From an optimization exercise on the open Yosys and OpenROAD flow, aimed at small area; shortcuts taken in it are not production practice. In this exercise RTL edits were held to simulation tests only and were not proved equivalent to the original. Power and IR drop assume default switching activity.

File: config.mk
export PLATFORM = sky130hd
export DESIGN_NAME = elevator_access
export DESIGN_NICKNAME = elevator_access
export VERILOG_FILES = /design/flow/design.v
export SDC_FILE = /design/flow/constraint.sdc
export NUM_CORES = 4
export LEC_CHECK = 0
export CAP_MARGIN = 20
export CORE_MARGIN = 2
export CORE_UTILIZATION = 40
export SLEW_MARGIN = 20
File: constraint.sdc
create_clock -name core_clock -period 8.0 [get_ports {clk}]
set_input_delay 1.6000 -clock core_clock [delete_from_list [all_inputs] [get_ports {clk}]]
set_output_delay 1.6000 -clock core_clock [all_outputs]
set_load 0.01 [all_outputs]
File: design.v
package access_pkg;
	typedef logic [3:0] key_code_t;
	typedef struct packed {
		logic      strobe;
		key_code_t code;
	} key_event_t;
	typedef logic [11:0] user_id_t;
	typedef logic [15:0] passcode_t;
	typedef struct packed {
		logic       locked;
		logic [1:0] errors;
		passcode_t  pass;
	} user_entry_t;
	typedef struct packed {
		logic        en;
		user_id_t    id;
		user_entry_t entry;
	} table_wr_t;
	typedef struct packed {
		logic granted;
		logic denied;
		logic locked;
		logic alarm;
	} access_status_t;
endpackage
`timescale 1ns/10ps
module digit_collector #(
	parameter int WIDTH = 12
) (
	input  logic                   clk,
	input  logic                   rst,
	input  logic                   clear,
	input  logic                   enable,
	input  access_pkg::key_event_t key,
	output logic [WIDTH-1:0]       value,
	output logic                   full,
	output logic                   bad_key
);
	localparam int DIGITS = WIDTH / 4;
	localparam int CNT_W = $clog2(DIGITS + 1);
	logic [CNT_W-1:0] count;
	logic [WIDTH-1:0] shreg;
	logic             is_digit;
	logic             shift;
	assign is_digit = key.code <= 4'd9;
	assign shift = enable && key.strobe && is_digit && !full;
	assign full = count == CNT_W'(DIGITS);
	assign value = shreg;
	always_ff @(posedge clk or posedge rst) begin
		if (rst) begin
			count <= '0;
			bad_key <= 1'b0;
		end else begin
			bad_key <= enable && key.strobe && !is_digit;
			if (clear)
				count <= '0;
			else if (shift)
				count <= count + CNT_W'(1);
		end
	end
	always_ff @(posedge clk) begin
		if (clear)
			shreg <= '0;
		else if (shift)
			shreg <= {shreg[WIDTH-5:0], key.code};
	end
endmodule
`timescale 1ns/10ps
module user_table (
	input  logic                    clk,
	input  logic                    rst,
	input  access_pkg::user_id_t    rd_id,
	output access_pkg::user_entry_t rd_entry,
	input  access_pkg::table_wr_t   wr
);
	localparam int IDX_W = 5;
	localparam int DEPTH = 2 ** IDX_W;
	function automatic logic [IDX_W-1:0] id_index(input access_pkg::user_id_t id);
		logic [IDX_W-1:0] tens;
		logic [IDX_W-1:0] ones;
		tens = {1'b0, id[7:4]};
		ones = {1'b0, id[3:0]};
		id_index = tens * 5'd10 + ones;
	endfunction
	localparam logic [IDX_W-1:0] ADMIN_IDX = id_index(12'h001);
	logic [DEPTH-1:0]      locked_q;
	logic [DEPTH-1:0]      written_q;
	access_pkg::passcode_t pass_mem [DEPTH];
	logic [1:0]            err_mem [DEPTH];
	logic [IDX_W-1:0]      rd_idx;
	logic [IDX_W-1:0]      wr_idx;
	assign rd_idx = id_index(rd_id);
	assign wr_idx = id_index(wr.id);
	always_ff @(posedge clk or posedge rst) begin
		if (rst) begin
			locked_q <= ~(DEPTH'(1) << ADMIN_IDX);
			written_q <= '0;
		end else if (wr.en) begin
			locked_q[wr_idx] <= wr.entry.locked;
			written_q[wr_idx] <= 1'b1;
		end
	end
	always_ff @(posedge clk) begin
		if (wr.en) begin
			pass_mem[wr_idx] <= wr.entry.pass;
			err_mem[wr_idx] <= wr.entry.errors;
		end
	end
	always_ff @(posedge clk) begin
		rd_entry.locked <= locked_q[rd_idx];
		if (written_q[rd_idx]) begin
			rd_entry.errors <= err_mem[rd_idx];
			rd_entry.pass <= pass_mem[rd_idx];
		end else begin
			rd_entry.errors <= 2'd0;
			rd_entry.pass <= (rd_idx == ADMIN_IDX) ? 16'h1234 : '0;
		end
	end
endmodule
`timescale 1ns/10ps
module alarm_timer (
	input  logic clk,
	input  logic rst,
	input  logic start,
	output logic active,
	output logic done
);
	localparam int CNT_W = $clog2(8 + 1);
	logic [CNT_W-1:0] count;
	always_ff @(posedge clk or posedge rst) begin
		if (rst)
			count <= '0;
		else if (start)
			count <= CNT_W'(8);
		else if (count != '0)
			count <= count - CNT_W'(1);
	end
	assign active = count != '0;
	assign done = count == CNT_W'(1);
endmodule
`timescale 1ns/10ps
module access_fsm (
	input  logic                       clk,
	input  logic                       rst,
	input  access_pkg::key_event_t     key,
	input  access_pkg::user_id_t       id_value,
	input  logic                       id_full,
	output logic                       id_clear,
	output logic                       id_enable,
	input  access_pkg::passcode_t      pass_value,
	input  logic                       pass_full,
	output logic                       pass_clear,
	output logic                       pass_enable,
	input  logic                       bad_key,
	output access_pkg::user_id_t       rd_id,
	input  access_pkg::user_entry_t    rd_entry,
	output access_pkg::table_wr_t      wr,
	output logic                       alarm_start,
	input  logic                       alarm_done,
	input  logic                       alarm_active,
	output access_pkg::access_status_t status
);
	typedef enum logic [3:0] {
		S_IDLE,
		S_ID,
		S_ID_CHECK,
		S_WAIT_STAR,
		S_PASS,
		S_PASS_CHECK,
		S_ADMIN,
		S_NEW_ID,
		S_NEW_PASS,
		S_COMMIT,
		S_ALARM
	} state_t;
	state_t     state;
	state_t     next_state;
	logic       star_key;
	logic       hash_key;
	logic       id_ok;
	logic       pass_match;
	logic       is_admin;
	logic       lock_now;
	logic [2:0] err_inc;
	logic       granted_q;
	logic       denied_q;
	logic       locked_q;
	assign star_key = key.strobe && (key.code == 4'd10);
	assign hash_key = key.strobe && (key.code == 4'd11);
	assign id_ok = (id_value != '0) && (id_value <= 12'h018);
	assign is_admin = id_value == 12'h001;
	assign pass_match = pass_value == rd_entry.pass;
	assign err_inc = {1'b0, rd_entry.errors} + 3'd1;
	assign lock_now = err_inc >= 3'(3);
	assign rd_id = id_value;
	always_ff @(posedge clk or posedge rst) begin
		if (rst)
			state <= S_IDLE;
		else
			state <= next_state;
	end
	always_comb begin
		next_state = state;
		case (state)
			S_IDLE:
				if (star_key)
					next_state = S_ID;
			S_ID:
				if (bad_key)
					next_state = S_ALARM;
				else if (id_full)
					next_state = S_ID_CHECK;
			S_ID_CHECK:
				if (!id_ok)
					next_state = S_IDLE;
				else if (rd_entry.locked)
					next_state = S_ALARM;
				else
					next_state = S_WAIT_STAR;
			S_WAIT_STAR:
				if (star_key)
					next_state = S_PASS;
			S_PASS:
				if (bad_key)
					next_state = S_ALARM;
				else if (pass_full)
					next_state = S_PASS_CHECK;
			S_PASS_CHECK:
				if (pass_match)
					next_state = is_admin ? S_ADMIN : S_IDLE;
				else
					next_state = lock_now ? S_ALARM : S_IDLE;
			S_ADMIN:
				if (hash_key)
					next_state = S_NEW_ID;
				else if (star_key)
					next_state = S_IDLE;
			S_NEW_ID:
				if (bad_key)
					next_state = S_ALARM;
				else if (id_full)
					next_state = id_ok ? S_NEW_PASS : S_IDLE;
			S_NEW_PASS:
				if (bad_key)
					next_state = S_ALARM;
				else if (pass_full)
					next_state = S_COMMIT;
			S_COMMIT:
				if (star_key)
					next_state = S_IDLE;
			S_ALARM:
				if (alarm_done)
					next_state = S_IDLE;
			default:
				next_state = S_IDLE;
		endcase
	end
	assign id_clear = (state == S_IDLE && star_key) || (state == S_ADMIN && hash_key);
	assign pass_clear = (state == S_WAIT_STAR && star_key) || (state == S_ADMIN && hash_key);
	assign id_enable = (state == S_ID) || (state == S_NEW_ID);
	assign pass_enable = (state == S_PASS) || (state == S_NEW_PASS);
	assign alarm_start = (next_state == S_ALARM) && (state != S_ALARM);
	always_comb begin
		wr = '0;
		wr.id = id_value;
		if (state == S_PASS_CHECK) begin
			wr.en = 1'b1;
			wr.entry.pass = rd_entry.pass;
			wr.entry.locked = !pass_match && lock_now;
			wr.entry.errors = pass_match ? 2'd0 : err_inc[1:0];
		end else if (state == S_COMMIT && star_key) begin
			wr.en = 1'b1;
			wr.entry.pass = pass_value;
		end
	end
	always_ff @(posedge clk or posedge rst) begin
		if (rst) begin
			granted_q <= 1'b0;
			denied_q <= 1'b0;
			locked_q <= 1'b0;
		end else begin
			granted_q <= (state == S_PASS_CHECK) && pass_match;
			denied_q <= (state == S_PASS_CHECK) && !pass_match && !lock_now;
			locked_q <= (state == S_PASS_CHECK) && !pass_match && lock_now;
		end
	end
	assign status.granted = granted_q;
	assign status.denied = denied_q;
	assign status.locked = locked_q;
	assign status.alarm = alarm_active;
endmodule
`timescale 1ns/10ps
module elevator_access (
	input  logic                       clk,
	input  logic                       rst,
	input  logic [4:0]                 key,
	output logic [3:0]                 status
);
	access_pkg::user_id_t    id_value;
	logic                    id_full;
	logic                    id_clear;
	logic                    id_enable;
	logic                    id_bad;
	access_pkg::passcode_t   pass_value;
	logic                    pass_full;
	logic                    pass_clear;
	logic                    pass_enable;
	logic                    pass_bad;
	access_pkg::user_id_t    rd_id;
	access_pkg::user_entry_t rd_entry;
	access_pkg::table_wr_t   wr;
	logic                    alarm_start;
	logic                    alarm_done;
	logic                    alarm_active;
	digit_collector #(
		.WIDTH(12)
	) id_collector_i (
		.clk(clk),
		.rst(rst),
		.clear(id_clear),
		.enable(id_enable),
		.key(key),
		.value(id_value),
		.full(id_full),
		.bad_key(id_bad)
	);
	digit_collector #(
		.WIDTH(16)
	) pass_collector_i (
		.clk(clk),
		.rst(rst),
		.clear(pass_clear),
		.enable(pass_enable),
		.key(key),
		.value(pass_value),
		.full(pass_full),
		.bad_key(pass_bad)
	);
	user_table user_table_i (
		.clk(clk),
		.rst(rst),
		.rd_id(rd_id),
		.rd_entry(rd_entry),
		.wr(wr)
	);
	alarm_timer alarm_timer_i (
		.clk(clk),
		.rst(rst),
		.start(alarm_start),
		.active(alarm_active),
		.done(alarm_done)
	);
	access_fsm access_fsm_i (
		.clk(clk),
		.rst(rst),
		.key(key),
		.id_value(id_value),
		.id_full(id_full),
		.id_clear(id_clear),
		.id_enable(id_enable),
		.pass_value(pass_value),
		.pass_full(pass_full),
		.pass_clear(pass_clear),
		.pass_enable(pass_enable),
		.bad_key(id_bad | pass_bad),
		.rd_id(rd_id),
		.rd_entry(rd_entry),
		.wr(wr),
		.alarm_start(alarm_start),
		.alarm_done(alarm_done),
		.alarm_active(alarm_active),
		.status(status)
	);
endmodule
File: run.sh
#!/bin/bash
# synth_recipe.tcl (not shown) runs the flow's synth.tcl, then flattens the netlist and writes it again
# the make line also repeats each setting of config.mk as NAME=value (left out here)
make -C /OpenROAD-flow-scripts/flow DESIGN_CONFIG=/design/flow/config.mk WORK_HOME=/design/flow/orfs CLKGATE_MAP_FILE= SYNTH_SCRIPT=/design/flow/synth_recipe.tcl finish
==> metrics.md <==
| Metric | Value |
|---|---|
| Fin crit period | 4870 ps |
| # port buffers | 10 |
| Max frequency | 206 MHz |
| Setup bufs post-CTS | 0 |
| Total track usage | 18.8% |
| Outcome | no timing/DRC/antenna violations |
| First-pass GRT wire length | 102,000 µm |
| Initial DRC count | 1,649 |
| DP Wirelength | 42,300 µm |
| Top-area cell type share of the netlist area | 60.2% |
| # IOs | 11 |
| Synth Register Bits | 705 |
| Crit path kind | input pin to register |
| CTS root buf | clkbuf_16 |
| Setup TNS | 0 ps |
| RSZ-0062 raised after global routing | false |
| Worst path depth | 5 |
| Yosys cell types | 88 |
| Largest net degree at the start of global routing | 83 |
| FF-to-FF path depth | 10 |
| Worst setup SP type | input pin |
| Die Wd | 272 µm |
| Crit path max fanout | 18 |
| CP max stage delay | 1170 ps |
| Crit path buf inv count | 1 |
| CTS H-tree lvls | 3 |
| Core ar. | 71,400 µm² |
| Row count | 98 |
| Hold Vio Cnt, Final | 0 |
| Hold crit path type | register to register |
| # DRC | 0 |
| # Max-Cap Violations | 0 |
| Dominant cell type by area after synthesis | edfxtp_1 |
| Congestion Overflow GR | 0 |
| Syn avg cell area | 17.9 µm² |
| Final WL | 69,100 µm |
| Layout cell share with drive strength beyond 1 | 25.3% |
| Post-DR wirelength/cell | 26.1 µm |
| Clock slew at reported path FFs | 60 ps |
| Final Skew | 26.2 ps |
| Post-synth EDFFs | 576 |
| Cells along the critical path | clkdlybuf4s50_1 -> nand4b_1 -> o31ai_2 -> nand3_1 -> nor2_2 |
| Initial antenna violation count | 1 |
| GPL Wtd Cong | 0.877 |
| Clk sink count | 705 |
| WHS Path Cells | 1 |
| Sequential cell area | 20,300 µm² |
| Slew headroom | 15.6% |
| Filler cell count in the final layout | 6,042 |
| Die ar. | 74,000 µm² |
| Crit share post-route | 60.8% |
| Via count | 15,000 |
| WP data required | 8230 ps |
| Cts repair resizes | 0 |
| Crit end category | register |
| Antenna Nets Post-Route | 0 |
| Sequential area share after synthesis | 70.7% |
| Area of the multi-input gates | 8090 µm² |
| Top_reg_cell synth | edfxtp_1 |
| Chip height | 272 µm |
| Syn Inst Count | 1,604 |
| Drt first pass iters | 8 |
| Inserted Clock Buffers | 74 |
| P&R area growth vs syn | 12.8% |
| Clock Path Buffers | 3 |
| CP Data Arrival Time | 5100 ps |
| Post-layout nets | 1,667 |
| Slew of the pin with the lowest slew margin | 1230 ps |
| Syn nets | 1,629 |
| Via density | 5.68 |
| IR drop worst, VDD | 158 µV |
| Initial Util | 40.3% |
| TritonCTS clock tree | done |
| CP delay by family, top | simple AND/OR/NAND/NOR gates |
| Main area contributors after synthesis | edfxtp_1 60%, mux4_2 12%, dfrtp_1 4.4%, dfxtp_1 3.3%, dfstp_2 2.8% |
| Ys async rst share | 11.6% |
| Leak Pwr | 0.0116 µW |
| Critical-path top delay cell | nor2_2 |
| Synth top cells by count | 576 x edfxtp_1, 158 x mux4_2, 92 x nor2_1 |
| Most common cell in the netlist | edfxtp_1 |
| Overall Power | 7870 µW |
| Hold_buf cts | 0 |
| Syn Std Cell Area | 28,800 µm² |
| P per Cell Area | 243 nW/µm² |
| Vias in the first global route | 15,200 |
| Max Transition Viols Final | 0 |
| Clock latency (worst-skew pair) | 640 ps |
| Yosys warning count | 5 |
| Setup-failing EPs final | 0 |
## metrics by stage
step	worst slack, ps	area (µm²)	cells	hold slack [ps]	utilization (%)
floorplan	3750	28800	1604	429	-
global placement	2520	30100	2513	444	42.1
detailed placement	2460	30100	2513	448	42.1
CTS	3110	32400	2645	461	45.4
global route	3030	32400	2648	465	45.5
finish	3130	32400	2649	458	45.5
## worst paths after layout
path	end	slack [ps]	start
worst max-delay path	user_table_i.pass_mem[5][8]	3130	key[2]
worst max register to register	user_table_i.rd_entry[11]	3430	id_collector_i.shreg[4]
min in group asynchronous	access_fsm_i.locked_q	1490	rst
worst min register to register	user_table_i.written_q[22]	460	user_table_i.written_q[22]
max in group asynchronous	access_fsm_i.granted_q	5940	rst
worst min-delay path	user_table_i.written_q[22]	460	user_table_i.written_q[22]
## kinds of logic after synthesis
family	Yosys count	synth area share, %
flip-flops	705	70.7
AND/OR/NAND/NOR	337	6.14
multiplexers	221	14.7
AO/OA/AOI/OAI	182	4.61
buffers and inverters	111	1.88
XOR/XNOR	30	1.13
adder cells (fa/ha/maj)	18	0.809
## report_power, final
part / internal [µW] / leakage [µW] / switching, µW
clock: 1860 / 0.00112 / 1410
combinational: 221 / 0.00286 / 378
sequential: 3960 / 0.00761 / 46.4
## state kept, by name, indices dropped and copies added, names as in the netlist, 2 cells and up
signal and cells:
pass_collector_i.count 3, user_table_i.err_mem 64, user_table_i.locked_q 32, user_table_i.written_q 32, user_table_i.rd_entry 19, pass_collector_i.shreg 16
id_collector_i.shreg 12, id_collector_i.count 2, user_table_i.pass_mem 512, access_fsm_i.state 4, alarm_timer_i.count 4
## cell usage in the layout (no fill, tap or decap), drive strengths merged, types with 31 or more instances in the layout
| cell type | n |
|---|---|
| clkbuf | 97 |
| nand2b | 36 |
| dfxtp | 47 |
| clkinv | 31 |
| mux4 | 160 |
| edfxtp | 576 |
| dfstp | 31 |
| buf | 39 |
| a21oi | 52 |
| nand2 | 83 |
| mux2i | 49 |
| nor2 | 93 |
| dfrtp | 51 |
## per-layer routing
| layer | vias up | track usage [%] | routed length (µm) |
|---|---|---|---|
| met3 | 116 | 3.66 | 4540 |
| met1 | 7922 | 27.6 | 31200 |
| met4 | 0 | 6.03 | 2060 |
| met2 | 527 | 28.5 | 31300 |
| li1 | 6470 | - | - |
| met5 | - | 0 | 0 |
## cell type report
| class | count | share of cell area, % |
|---|---|---|
| flip-flops and latches | 705 | 62.7 |
| multi-input cells | 788 | 24.9 |
| clock buffers | 97 | 6.10 |
| well taps | 950 | 3.66 |
| repair buffers | 49 | 1.32 |
| clock inverters | 35 | 1.01 |
| inverters | 24 | 0.282 |
| diodes | 1 | 0.00771 |

[what the ideal ports hide]
No port has a modelled driver above. Below, the same layout with a new extraction and two added sets of constraints.
Step 1, drivers: a clkbuf_16 drives clk and a buf_2 each remaining input, both assumed.
Step 2 also shifts input and output timing later by t, the mid clock arrival at the registers, as if the neighbouring blocks saw the same clock.
a / b / c = ideal ports / drivers / drivers and shift; a / b = the first two.
t (ns): 0.683
setup WS [ns]: 3.135 / 3.170 / 2.487
hold WS [ns]: 0.458 / 0.458 / 0.458
slew at the worst register clock pin (ns): 0.06 / 0.06
pins driven straight from the clock port: 1
After both steps this run still meets setup and hold. The setup slack of this run moves by +0.035 ns with the drivers and by -0.648 ns with both steps.
